Background: an optimization exercise with open tools, aiming at a short achievable clock period and few clock cycles. Do not read the settings as production practice. At most, simulation tests tie the RTL to the original design; equivalence was not proved. Power is estimated from default activity; no workload was simulated.

old:
Design cvpCore, start of the top module:
module cvpCore (
  input  logic               Clk1,
  input  logic               reset,
  input  logic [16-1:0] DataIn,
  output logic [16-1:0] Addr,
  output logic [16-1:0] dataOut,
  output logic               RD,
  output logic               WR,
  output logic               V
);
Size: ~8700 cells after synthesis, ~1800 flip-flops, ~53 I/O pins.
export LEC_CHECK = 0
export ABC_CLOCK_PERIOD_IN_PS = 4000
export CAP_MARGIN = 20
export CORE_MARGIN = 2
export CORE_UTILIZATION = 60
export SLEW_MARGIN = 20
create_clock -name core_clock -period 15.0 [get_ports {Clk1}]
standard.sh (not shown) runs the stock make flow with config.mk's settings and CLKGATE_MAP_FILE= SYNTH_SCRIPT=/design/flow/synth_recipe.tcl, a recipe that flattens the netlist after the stock synthesis.
==> flow/flow/run.sh <==
#!/bin/bash
# Standard ORFS layout, with repair aiming well below the clock period.
set -euo pipefail
MARGIN=${MARGIN:-11.2}
bash standard.sh SETUP_SLACK_MARGIN=$MARGIN finish > flow_standard.log 2>&1
old reached the end of the flow, and the finished layout is clean on the timing, design-rule and antenna checks.
Testbench counts of old, summed over its fixed seeds: cycles 14,752.
Input-level comparison between new and old:
-- flow/design.v --
<<< old, line 218
  logic [2:0]  t1Dst;
  logic        t2Fetch, t2Load;
  logic [15:0] t2Pc;
  logic [1:0]  t2Lane;
>>> new, line 218
  logic [2:0]  t1Dst;
  logic        t2Fetch, t2Load;
  logic        t1Is, t2Is;
  logic        kv, kJ;   
  logic [15:0] kaddr, kword, kTarget;
  logic        injQ;
  logic        useJq;
  logic [3:0]  jIdxQ;
  logic [15:0] kHitQ;
  logic [15:0] t2Pc;
  logic [1:0]  t2Lane;
<<< old, line 282
  logic [15:0] redirect;
  always_comb begin
    match = t2Fetch && t2Pc == addrI;
    for (int i = 0; i < Q; i++) begin
      if (qv[i] && qpc[i] == addrI) match = 1'b1;
>>> new, line 289
  logic [15:0] redirect;
  always_comb begin
    match = (t2Fetch && t2Pc == addrI) || (injQ && kaddr == addrI);
    for (int i = 0; i < Q; i++) begin
      if (qv[i] && qpc[i] == addrI) match = 1'b1;
<<< old, line 288
  end
  assign flush    = stCnt != 3'd0 && match;
  assign redirect = qv[0] ? qpc[0] : t2Pc;
  logic        isJ, jShort, jNowS, jLongNow, jNow;
  logic        jlPend;
>>> new, line 295
  end
  assign flush    = stCnt != 3'd0 && match;
  assign redirect = qv[0] ? qpc[0] : (injQ ? kaddr : t2Pc);
  logic        isJ, jShort, jNowS, jLongNow, jNow;
  logic        jlPend;
<<< old, line 303
    jOff4 = {{12{k[3]}}, k};
  endfunction
  assign jTargetS = jCand[DataIn[3:0]];
  for (genvar k = 0; k < 16; k++) begin : g_jCand
    always_ff @(posedge Clk1) jCand[k] <= t1Pc + jOff4(4'(k));
>>> new, line 310
    jOff4 = {{12{k[3]}}, k};
  endfunction
  logic [15:0] jCandX [16];
  logic [15:0] kHit;
  logic        kUse;
  assign kJ      = kword[15:12] == 4'h8 &&
                   (kword[11:3] == 9'h000 || kword[11:3] == 9'h1FF) &&
                   kword[11:0] != 12'd1;
  assign kTarget = kaddr + {{12{kword[3]}}, kword[3:0]};
  assign kUse = kv && kJ && !(stCnt != 3'd0 && addrI == kaddr);
  for (genvar k = 0; k < 16; k++) begin : g_kHit
    assign kHit[k]   = kUse && jCand[k] == kaddr;
    assign jCandX[k] = kHit[k] ? kTarget : jCand[k];
  end
  assign jTargetS = jCandX[DataIn[3:0]];
  assign injQ     = useJq && kHitQ[jIdxQ];
  for (genvar k = 0; k < 16; k++) begin : g_jCand
    always_ff @(posedge Clk1) jCand[k] <= t1Pc + jOff4(4'(k));
<<< old, line 440
    qvS = qvN;
    for (int i = 0; i < Q; i++) begin
      if (t2Fetch && !qvS[i] && (i == 0 || qvS[(i + Q - 1) % Q])) begin
        qvN[i]  = 1'b1;
        qiN[i]  = DataIn;
        qpcN[i] = t2Pc;
      end
    end
>>> new, line 460
    qvS = qvN;
    for (int i = 0; i < Q; i++) begin
      if ((t2Fetch || injQ) && !qvS[i] && (i == 0 || qvS[(i + Q - 1) % Q])) begin
        qvN[i]  = 1'b1;
        qiN[i]  = injQ ? kword : DataIn;
        qpcN[i] = injQ ? kaddr : t2Pc;
      end
    end
<<< old, line 462
      t2Fetch <= 1'b0;
      t2Load  <= 1'b0;
      jlPend  <= 1'b0;
      fbase   <= '0;
>>> new, line 482
      t2Fetch <= 1'b0;
      t2Load  <= 1'b0;
      t1Is    <= 1'b1;
      t2Is    <= 1'b0;
      kv      <= 1'b0;
      useJq   <= 1'b0;
      jlPend  <= 1'b0;
      fbase   <= '0;
<<< old, line 482
      t2Load  <= t1Load;
      t2Pc    <= t1Pc;
      t2Lane  <= t1Lane;
      t2Dst   <= t1Dst;
      t1Load <= 1'b0;
      t1Fetch <= 1'b0;
      doutQ   <= '0;  
      if (issue && isMem) begin
>>> new, line 506
      t2Load  <= t1Load;
      t2Pc    <= t1Pc;
      t2Is    <= t1Is;
      useJq   <= useJ;
      jIdxQ   <= DataIn[3:0];
      kHitQ   <= kHit;
      if (t2Is && !t2Fetch) begin
        kv      <= !(stCnt != 3'd0 && addrI == t2Pc);
        kaddr   <= t2Pc;
        kword   <= DataIn;
      end else if (stCnt != 3'd0 && addrI == kaddr) begin
        kv      <= 1'b0;
      end
      t2Lane  <= t1Lane;
      t2Dst   <= t1Dst;
      t1Load <= 1'b0;
      t1Fetch <= 1'b0;
      t1Is    <= 1'b0;
      doutQ   <= '0;  
      if (issue && isMem) begin
<<< old, line 513
      end else if (doFetch) begin
        addrQ   <= fetchNoJ;
        addrI   <= fetchNoJ;
        stCnt   <= stCnt - {2'd0, stCnt != 3'd0};
        rdQ     <= 1'b1;
        wrQ     <= 1'b0;
        t1Fetch <= !flush;
        t1Pc    <= fetchNoJ;
      end else begin
>>> new, line 549
      end else if (doFetch) begin
        addrQ   <= fetchNoJ;
        stCnt   <= stCnt - {2'd0, stCnt != 3'd0};
        rdQ     <= 1'b1;
        wrQ     <= 1'b0;
        t1Fetch <= !flush;
        t1Is    <= 1'b1;
        t1Pc    <= fetchNoJ;
      end else begin
<<< old, line 527
      if (useJ) begin
        addrQ <= jTargetS;
        addrI <= jTargetS;
        t1Pc  <= jTargetS;
      end
>>> new, line 563
      if (useJ) begin
        addrQ <= jTargetS;
        t1Pc  <= jTargetS;
      end
## What came out
Maximum fanout along the worst path: new vs old down 6
In the tables for old and new, global-route met3 utilization reads higher with new.
Compared with old, new shows a higher routed wire length.
Clock buffer count, old and new: larger value in new
Delta (new minus old): critical path depth in cells climbed 2, cell depth of the worst flop-to-flop path moved down, share of power burned in the clock network lost 1.2 points.
A worst-path cell with the longest stage delay of a221oi_2 is what old shows, while a211o_1 belongs to new.
No functional check of the RTL was part of new.

## port drivers added, routing unchanged
The results above use ideal ports. As a check the final layouts listed here were re-extracted and re-timed, cells and wires unchanged. Step 1: set_driving_cell puts a clkbuf_16 on Clk1 and a buf_2 on each other input, an assumption about the parent block. Step 2 moves the port delays by t, midway between the first and last clock arrival at a register: inputs arrive t later, outputs are due t later. That takes back most of the time a late clock gives input paths. Three values: ideal ports, drivers, drivers and shift; two values: the first two.
| run | t (ns) | slack for setup (ns) | worst slew at a driven data input, ns |
|---|---|---|---|
| old | 0.948 | 10.607 / 10.482 / 9.535 | 0.39 |
| new | 0.964 | 10.398 / 10.413 / 9.448 | 0.11 |
After both steps setup and hold are still met in every run listed. The setup slack of old, which loses most, moves by -0.125 ns with the drivers and by -1.072 ns with both steps.
